Context: an optimization exercise on an open-source flow, tuned for small area, a short achievable clock period and few clock cycles per item. The choices shown serve that exercise and are no tape-out recipe. Only simulation tests tie the RTL to the original design; equivalence was not proved.

$ cat design/flow/run.sh
#!/bin/bash
# synth_recipe.tcl (not shown) runs the flow's synth.tcl, then flattens the netlist and writes it again
# the make line also repeats each setting of config.mk as NAME=value (left out here)
make -C /OpenROAD-flow-scripts/flow DESIGN_CONFIG=/design/flow/config.mk WORK_HOME=/design/flow/orfs CLKGATE_MAP_FILE= SYNTH_SCRIPT=/design/flow/synth_recipe.tcl finish
$ cat design/flow/config.mk
export PLATFORM = sky130hd
export DESIGN_NAME = discrete_pid_velocity_form
export DESIGN_NICKNAME = discrete_pid_velocity_form
export VERILOG_FILES = /design/flow/design.v
export SDC_FILE = /design/flow/constraint.sdc
export NUM_CORES = 4
export LEC_CHECK = 0
export ABC_CLOCK_PERIOD_IN_PS = 4000
export CAP_MARGIN = 20
export CORE_MARGIN = 2
export CORE_UTILIZATION = 40
export SLEW_MARGIN = 20
$ cat design/flow/constraint.sdc
create_clock -name core_clock -period 12.0 [get_ports {i_clk}]
set_input_delay 2.4000 -clock core_clock [delete_from_list [all_inputs] [get_ports {i_clk}]]
set_output_delay 2.4000 -clock core_clock [all_outputs]
set_load 0.01 [all_outputs]
$ cat design/flow/design.v
`default_nettype none
package dpvf_pkg;
    localparam int E_W        = 16;
    localparam int G_W        = 16;
    localparam int DT_W       = 16;
    localparam int OUT_W      = 32;
    localparam int CFG_ADDR_W = 2;
    localparam logic [CFG_ADDR_W-1:0] REG_KP = 2'd0;
    localparam logic [CFG_ADDR_W-1:0] REG_KI = 2'd1;
    localparam logic [CFG_ADDR_W-1:0] REG_KD = 2'd2;
    localparam logic CMD_STEP  = 1'b0;
    localparam logic CMD_CLEAR = 1'b1;
    localparam int Q_W        = 34;
    localparam int N_DIG      = Q_W / 2;
    localparam int DIG_FIRST  = 1;
    localparam int DIG_PER_STG = 2;
    localparam int N_DSTG     = 1 + (N_DIG - DIG_FIRST + DIG_PER_STG - 1) / DIG_PER_STG;
endpackage
`default_nettype wire
`default_nettype none
import dpvf_pkg::*;
module dpvf_r4step (
    input  wire [15:0] i_r,
    input  wire [1:0]  i_b,
    input  wire [15:0] i_d,
    input  wire [17:0] i_d3,
    output logic [15:0] o_r,
    output logic [1:0]  o_q
);
    logic [17:0] x;
    logic [18:0] t1, t2, t3;
    assign x  = {i_r, i_b};
    assign t1 = {1'b0, x} - {3'b0, i_d};
    assign t2 = {1'b0, x} - {2'b0, i_d, 1'b0};
    assign t3 = {1'b0, x} - {1'b0, i_d3};
    always_comb begin
        if (!t3[18]) begin
            o_q = 2'd3; o_r = t3[15:0];
        end else if (!t2[18]) begin
            o_q = 2'd2; o_r = t2[15:0];
        end else if (!t1[18]) begin
            o_q = 2'd1; o_r = t1[15:0];
        end else begin
            o_q = 2'd0; o_r = x[15:0];
        end
    end
endmodule
module discrete_pid_velocity_form (
    input  wire                                 i_clk,
    input  wire                                 i_rst_n,
    input  wire                                 i_cfg_we,
    input  wire [dpvf_pkg::CFG_ADDR_W-1:0]      i_cfg_addr,
    input  wire [dpvf_pkg::G_W-1:0]             i_cfg_wdata,
    input  wire                                 i_s_axis_tvalid,
    output logic                                o_s_axis_tready,
    input  wire [dpvf_pkg::E_W+dpvf_pkg::DT_W-1:0] i_s_axis_tdata,   
    input  wire                                 i_s_axis_tuser,   
    output logic                                o_m_axis_tvalid,
    input  wire                                 i_m_axis_tready,
    output logic [dpvf_pkg::OUT_W-1:0]          o_m_axis_tdata,   
    output logic                                o_m_axis_tuser    
);
    logic [G_W-1:0] r_kp, r_ki, r_kd;
    always_ff @(posedge i_clk) begin
        if (!i_rst_n) begin
            r_kp <= '0;
            r_ki <= '0;
            r_kd <= '0;
        end else if (i_cfg_we) begin
            case (i_cfg_addr)
                REG_KP:  r_kp <= i_cfg_wdata;
                REG_KI:  r_ki <= i_cfg_wdata;
                REG_KD:  r_kd <= i_cfg_wdata;
                default: ;
            endcase
        end
    end
    logic r_sk_v;               
    logic w_adv;
    assign w_adv           = !r_sk_v;
    assign o_s_axis_tready = !r_sk_v;
    logic                  r0_v, r0_cmd;
    logic signed [E_W-1:0] r0_e;
    logic [DT_W-1:0]       r0_dt;
    always_ff @(posedge i_clk) begin
        if (!i_rst_n) begin
            r0_v <= 1'b0;
        end else if (w_adv) begin
            r0_v <= i_s_axis_tvalid;
        end
    end
    always_ff @(posedge i_clk) begin
        if (w_adv) begin
            r0_cmd <= i_s_axis_tuser;
            r0_e   <= i_s_axis_tdata[E_W-1:0];
            r0_dt  <= i_s_axis_tdata[E_W+DT_W-1:E_W];
        end
    end
    logic signed [E_W-1:0] r_e1, r_e2;      
    logic signed [16:0]    w1_d1, w1_sm;
    logic signed [17:0]    w1_de;
    logic [DT_W-1:0]       w1_dt;
    assign w1_d1 = 17'(r0_e) - 17'(r_e1);
    assign w1_sm = 17'(r0_e) + 17'(r_e1);
    assign w1_de = 18'(r0_e) - (18'(r_e1) <<< 1) + 18'(r_e2);
    assign w1_dt = {r0_dt[DT_W-1:1], r0_dt[0] | (r0_dt == '0)};
    always_ff @(posedge i_clk) begin
        if (!i_rst_n) begin
            r_e1 <= '0;
            r_e2 <= '0;
        end else if (w_adv && r0_v) begin
            if (r0_cmd == CMD_CLEAR) begin
                r_e1 <= '0;
                r_e2 <= '0;
            end else begin
                r_e1 <= r0_e;
                r_e2 <= r_e1;
            end
        end
    end
    logic                  r1_v, r1_cmd, r1_sg;
    logic signed [16:0]    r1_d1, r1_sm;
    logic [16:0]           r1_ade;
    logic [DT_W-1:0]       r1_dt;
    logic [DT_W+1:0]       r1_dt3;
    always_ff @(posedge i_clk) begin
        if (!i_rst_n) begin
            r1_v <= 1'b0;
        end else if (w_adv) begin
            r1_v <= r0_v;
        end
    end
    always_ff @(posedge i_clk) begin
        if (w_adv) begin
            r1_cmd <= r0_cmd;
            r1_d1  <= w1_d1;
            r1_sm  <= w1_sm;
            r1_sg  <= w1_de[17];
            r1_ade <= w1_de[17] ? 17'(-(w1_de)) : 17'(w1_de);
            r1_dt  <= w1_dt;
            r1_dt3 <= 18'(w1_dt) + {1'b0, w1_dt, 1'b0};
        end
    end
    logic                  r2_v, r2_cmd, r2_sg;
    logic signed [33:0]    r2_p;        
    logic [31:0]           r2_kdt;      
    logic [32:0]           r2_m;        
    logic signed [16:0]    r2_sm;
    logic [DT_W-1:0]       r2_dt;
    logic [DT_W+1:0]       r2_dt3;
    always_ff @(posedge i_clk) begin
        if (!i_rst_n) begin
            r2_v <= 1'b0;
        end else if (w_adv) begin
            r2_v <= r1_v;
        end
    end
    always_ff @(posedge i_clk) begin
        if (w_adv) begin
            r2_cmd <= r1_cmd;
            r2_sg  <= r1_sg;
            r2_p   <= $signed({1'b0, r_kp}) * r1_d1;
            r2_kdt <= r_ki * r1_dt;
            r2_m   <= r_kd * r1_ade;
            r2_sm  <= r1_sm;
            r2_dt  <= r1_dt;
            r2_dt3 <= r1_dt3;
        end
    end
    logic               dv_v   [N_DSTG];
    logic               dv_cmd [N_DSTG];
    logic               dv_sg  [N_DSTG];
    logic               dv_ovf [N_DSTG];
    logic [15:0]        dv_r   [N_DSTG];
    logic [Q_W-1:0]     dv_nq  [N_DSTG];
    logic [DT_W-1:0]    dv_dt  [N_DSTG];
    logic [DT_W+1:0]    dv_dt3 [N_DSTG];
    logic signed [33:0] dv_pi  [N_DSTG];
    logic signed [50:0] w_pisum;
    assign w_pisum = (51'(r2_p) <<< 17) + 51'($signed({1'b0, r2_kdt}) * r2_sm)
                   + (r2_sm[16] ? 51'(17'h1ffff) : 51'(0));
    genvar gs, gd;
    generate
        for (gs = 0; gs < N_DSTG; gs++) begin : g_dstg
            localparam int D_LO = (gs == 0) ? 0 : DIG_FIRST + (gs - 1) * DIG_PER_STG;
            localparam int D_HI = (gs == 0) ? DIG_FIRST
                                : ((DIG_FIRST + gs * DIG_PER_STG < N_DIG) ? DIG_FIRST + gs * DIG_PER_STG : N_DIG);
            localparam int ND   = D_HI - D_LO;
            logic [15:0]    c_r  [ND+1];
            logic [Q_W-1:0] c_nq [ND+1];
            logic [DT_W-1:0]  c_dt;
            logic [DT_W+1:0]  c_dt3;
            logic           c_v, c_cmd, c_sg, c_ovf;
            logic signed [33:0] c_pi;
            if (gs == 0) begin : g_in0
                assign c_r[0]  = {1'b0, r2_m[32:18]};
                assign c_nq[0] = {r2_m[17:0], 16'b0};
                assign c_dt    = r2_dt;
                assign c_dt3   = r2_dt3;
                assign c_v     = r2_v;
                assign c_cmd   = r2_cmd;
                assign c_sg    = r2_sg;
                assign c_ovf   = ({1'b0, r2_m[32:18]} >= r2_dt);
                assign c_pi    = w_pisum[50:17];
            end else begin : g_inN
                assign c_r[0]  = dv_r[gs-1];
                assign c_nq[0] = dv_nq[gs-1];
                assign c_dt    = dv_dt[gs-1];
                assign c_dt3   = dv_dt3[gs-1];
                assign c_v     = dv_v[gs-1];
                assign c_cmd   = dv_cmd[gs-1];
                assign c_sg    = dv_sg[gs-1];
                assign c_ovf   = dv_ovf[gs-1];
                assign c_pi    = dv_pi[gs-1];
            end
            for (gd = 0; gd < ND; gd++) begin : g_dig
                logic [1:0] q;
                dpvf_r4step u_step (
                    .i_r  (c_r[gd]),
                    .i_b  (c_nq[gd][Q_W-1:Q_W-2]),
                    .i_d  (c_dt),
                    .i_d3 (c_dt3),
                    .o_r  (c_r[gd+1]),
                    .o_q  (q)
                );
                assign c_nq[gd+1] = {c_nq[gd][Q_W-3:0], q};
            end
            always_ff @(posedge i_clk) begin
                if (!i_rst_n) begin
                    dv_v[gs] <= 1'b0;
                end else if (w_adv) begin
                    dv_v[gs] <= c_v;
                end
            end
            always_ff @(posedge i_clk) begin
                if (w_adv) begin
                    dv_cmd[gs] <= c_cmd;
                    dv_sg[gs]  <= c_sg;
                    dv_ovf[gs] <= c_ovf;
                    dv_r[gs]   <= c_r[ND];
                    dv_nq[gs]  <= c_nq[ND];
                    dv_dt[gs]  <= c_dt;
                    dv_dt3[gs] <= c_dt3;
                    dv_pi[gs]  <= c_pi;
                end
            end
        end
    endgenerate
    localparam int L = N_DSTG - 1;
    logic signed [31:0] r_u1;
    logic [34:0]        w_mag;
    logic signed [36:0] w_dq, w_s;
    logic               w_hi, w_lo;
    logic [31:0]        w_res;
    logic               w_sat;
    assign w_mag = dv_ovf[L] ? 35'h4_0000_0000 : {1'b0, dv_nq[L]};
    assign w_dq  = dv_sg[L] ? -(37'(w_mag)) : 37'(w_mag);
    assign w_s   = 37'(r_u1) + 37'(dv_pi[L]) + w_dq;
    assign w_hi  = !w_s[36] && (w_s[35:31] != 5'b0);
    assign w_lo  =  w_s[36] && (w_s[35:31] != 5'b11111);
    always_comb begin
        if (dv_cmd[L] == CMD_CLEAR) begin
            w_res = '0;
            w_sat = 1'b0;
        end else if (w_hi) begin
            w_res = 32'h7fff_ffff;
            w_sat = 1'b1;
        end else if (w_lo) begin
            w_res = 32'h8000_0000;
            w_sat = 1'b1;
        end else begin
            w_res = w_s[31:0];
            w_sat = 1'b0;
        end
    end
    logic w_new;
    assign w_new = dv_v[L] && w_adv;
    always_ff @(posedge i_clk) begin
        if (!i_rst_n) begin
            r_u1 <= '0;
        end else if (w_new) begin
            r_u1 <= w_res;
        end
    end
    logic        r_or_v, r_or_sat, r_sk_sat;
    logic [31:0] r_or_d, r_sk_d;
    logic        w_or_free;
    assign w_or_free = !r_or_v || i_m_axis_tready;
    always_ff @(posedge i_clk) begin
        if (!i_rst_n) begin
            r_or_v <= 1'b0;
            r_sk_v <= 1'b0;
        end else begin
            if (r_sk_v) begin
                if (w_or_free) begin
                    r_sk_v <= 1'b0;
                end
            end else if (w_new) begin
                r_or_v <= 1'b1;
                if (!w_or_free) begin
                    r_sk_v <= 1'b1;
                end
            end else if (w_or_free) begin
                r_or_v <= 1'b0;
            end
        end
    end
    always_ff @(posedge i_clk) begin
        if (w_or_free) begin
            r_or_d   <= r_sk_v ? r_sk_d   : w_res;
            r_or_sat <= r_sk_v ? r_sk_sat : w_sat;
        end
        if (!r_sk_v) begin
            r_sk_d   <= w_res;
            r_sk_sat <= w_sat;
        end
    end
    assign o_m_axis_tvalid = r_or_v;
    assign o_m_axis_tdata  = r_or_d;
    assign o_m_axis_tuser  = r_or_sat;
endmodule
`default_nettype wire
==> notes.md <==
[path summary, 6_finish.rpt]
path                     start            to  slack, ps  cells after the start
setup / recovery      r2_sm[5]  dv_pi[0][32]       2040                     34
hold / removal    dv_pi[0][21]  dv_pi[1][21]        400                      0
setup reg to reg      r2_sm[5]  dv_pi[0][32]       2040                     34
hold reg to reg   dv_pi[0][21]  dv_pi[1][21]        400                      0
[Yosys cell counts, drive strengths merged (18+ instances only)]
| cell type | count |
|---|---|
| inv | 1996 |
| nor3b | 27 |
| o31a | 22 |
| nor3 | 210 |
| a21oi | 743 |
| clkbuf | 326 |
| nand2b | 172 |
| a41oi | 22 |
| a31o | 28 |
| a21boi | 115 |
| buf | 61 |
| a31oi | 101 |
| nand3b | 18 |
| o211ai | 80 |
| a211oi | 94 |
| nand4 | 52 |
| mux2i | 152 |
| xnor2 | 540 |
| o21ai | 586 |
| nor2b | 182 |
| dfxtp | 159 |
| ha | 1478 |
| a21o | 329 |
| or3 | 71 |
| o22ai | 33 |
| nand2 | 1443 |
| a2111oi | 28 |
| nor4 | 28 |
| o21a | 161 |
| edfxtp | 1229 |
| xor2 | 258 |
| or2 | 35 |
| nand3 | 165 |
| o31ai | 43 |
| nor2 | 643 |
| a211o | 36 |
| fa | 1147 |
| o41ai | 33 |
| and3 | 66 |
| o21bai | 96 |
| and2 | 561 |
| o221ai | 65 |
| o2111ai | 20 |
| a2bb2oi | 38 |
[cells in the final DEF (no fill, tap or decap), types with 27 or more instances in the layout]
cell type,instances
a31o_2,28
o22ai_1,31
or3_1,71
a31oi_1,99
a211oi_1,90
clkdlybuf4s50_1,89
xor2_1,258
a21o_1,329
o21ai_1,38
nor2b_1,181
and3_1,66
nand2_1,1441
inv_1,1993
or2_2,33
and2_1,560
xnor2_1,540
o41ai_1,31
nor4_1,27
edfxtp_1,1229
mux2i_1,152
a2bb2oi_1,38
o221ai_1,52
a21boi_0,109
buf_4,120
clkbuf_16,165
o21a_1,160
nor2_1,638
fa_1,1147
a21oi_1,736
nand2b_1,172
o31ai_1,39
nor3_1,206
nand3_1,165
o21bai_1,96
dfxtp_1,158
nand4_1,52
a211o_1,36
o211ai_1,80
ha_1,1478
o21ai_0,542
[registers in the layout (all words and copies together), names as in the netlist, 17 cells and up]
name,cells
dv_dt,128
dv_dt3,136
dv_nq,202
dv_pi,306
dv_r,128
r1_ade,17
r1_d1,17
r1_dt3,17
r2_dt3,17
r2_kdt,32
r2_m,33
r2_p,34
r2_sm,17
r_or_d,32
r_sk_d,32
r_u1,32
[per-stage QoR]
step                cell area [µm²]  std cells
global placement             142000      18300
global route                 147000      18500
finish                       147000      18500
CTS                          147000      18500
floorplan                    136000      13900
detailed placement           142000      18300
[layout make-up]
cell class / count / area share, %
Tap cell: 4515 / 3.84
Timing Repair Buffer: 214 / 1.28
Antenna cell: 5 / 0.00851
Clock inverter: 99 / 0.726
Multi-Input combinational cell: 10100 / 58.9
Clock buffer: 192 / 2.88
Inverter: 2000 / 5.11
Sequential cell: 1388 / 27.3
[worst max-delay path: cells and delay by family, from the launching register on]
kind                     cells  cell delay [ps]
flip-flops                   1              920
XOR/XNOR                     2              290
buffers and inverters        6              620
AO/OA/AOI/OAI               12             3250
AND/OR/NAND/NOR              6             1150
adder cells (fa/ha/maj)      8             3480
[cell families after synthesis]
| kind of cell | share of synthesized area, % |
|---|---|
| mux | 1.21 |
| buf+inv | 6.68 |
| simple gates | 13.2 |
| flops | 29.5 |
| xor+xnor | 5.15 |
| compound gates | 13.7 |
| fa+ha+maj | 30.5 |
[per-layer routing]
layer	share of wire [%]	vias up	GRT usage [%]
met5	0	-	0
met4	2.5	0	5.03
met3	4.7	375	2.21
met2	46	2093	33.1
met1	47	47900	28.5
li1	-	47500	-
==> results.json <==
{
  "fp.dieH_um": 587,
  "slew_viol_final": 0,
  "cts_buffers": 161,
  "syn_nets": 16600,
  "setup_violations": 0,
  "finClkSkew_ps": 68.0,
  "fin_crit_ps": 9960,
  "place_ws_ps": 2160,
  "end_kind": "flip-flop",
  "grt_use_total_pct": 20.2,
  "htreeDepth": 4,
  "nets": 16600,
  "area_delta_synth_final_pct": 8.35,
  "clk_pin_slew_worst_paths_ps": 70,
  "syn_inst": 13900,
  "async_flop_share_pct": 0,
  "post_cts_buffers": 0,
  "finalWirelength_um": 350000,
  "vias": 97900,
  "grt_pass1_wl_um": 554000,
  "rsz0062_at_grt": "no",
  "synth_area_um2": 136000,
  "drive_above_1_share_pct": 3.73,
  "wl_per_cell_um": 18.9,
  "yosysTopAreaCellShare_pct": 27.2,
  "relSlewSlack_pct": 27.1,
  "grt_pass1_vias": 96900,
  "synth-seq-cells": 1388,
  "slowest_stage": "edfxtp_1",
  "clock_latency_ps": 870,
  "hold_buffers": 0,
  "worst_pin_slew_ps": 1070,
  "worstPathMaxFanout": 19,
  "drv_cap": 0,
  "grt_max_degree": 168,
  "synth_warnings": 56,
  "start_kind": "flip-flop",
  "crit_arrival_ps": 10520,
  "drt-pass1-iter-count": 5,
  "root_buffer": "clkbuf_16",
  "viasPerCell": 5.28,
  "rows": 213,
  "ant_nets": 0,
  "cts_tree": "built",
  "place_hpwl_um": 281000,
  "cts_sinks": 1388,
  "final_hold_viol_count": 0,
  "route.detailed.drc": 0,
  "max_stage_delay_ps": 920,
  "crit_type": "reg -> reg",
  "avgSynthCellArea_um2": 9.76,
  "regArea_um2": 40100,
  "crit_required_ps": 12570,
  "postLayoutCoreUtil_pct": 43.6,
  "coreArea_um2": 337000,
  "outcome": "no timing/DRC/antenna violations",
  "initial_utilization_pct": 40.3,
  "setup_slack_ps": 2040,
  "die_area_um2": 344000,
  "synthTopCellsByArea": "edfxtp_1, fa_1, ha_1",
  "clk_path_buf_depth": 4,
  "fillers": 32600,
  "yosysTopAreaCell": "edfxtp_1",
  "die_x_um": 587,
  "ioPinCount": 91,
  "cts_resized": 0,
  "setup-tns-final_ps": 0,
  "place_congestion": 0.907,
  "antenna_found_initial": 14,
  "worst_hold_path_type": "reg -> reg",
  "period_share_pct": 83.0,
  "multi_input_area_um2": 86600,
  "hold-worst-slack_ps": 395,
  "cp_common_cell": "fa_1",
  "synthFlopType": "edfxtp_1",
  "grt.overflow.total": 0,
  "first_iter_violations": 6888,
  "max_freq_ghz": 0.100,
  "portBuffers": 90,
  "synth-seq-area-share_pct": 29.5,
  "synth_edf_count": 1229,
  "synth_cell_types": 115
}
Testbench counts, summed over its fixed seeds: cycles 1,304, items 1,200.

-- static timing again, ports no longer ideal --
How much do the figures lean on ideal ports? The routed layout below was timed once more, with nothing changed but the port constraints.
Step 1: set_driving_cell puts a clkbuf_16 on i_clk and a buf_2 on each other input, an assumption about the parent block.
Step 2 adds t to the input delays and takes it off the output delays; t is the mean of the earliest and latest rising clock arrival at the registers after step 1. Input paths then give back, and output paths get back, about the clock's delay inside the block.
Slacks: ideal / step 1 / step 2; pairs: ideal / step 1.
t, ns: 0.932
slack for setup (ns): 2.043 / 2.043 / 2.043
latest minus earliest clock arrival (ns): 0.076 / 0.077
slew at the worst register clock pin (ns): 0.07 / 0.07
worst data-port slew with drivers (ns): 0.10
After both steps this run still meets setup and hold. The setup slack of this run moves by 0.000 ns with the drivers and by 0.000 ns with both steps.
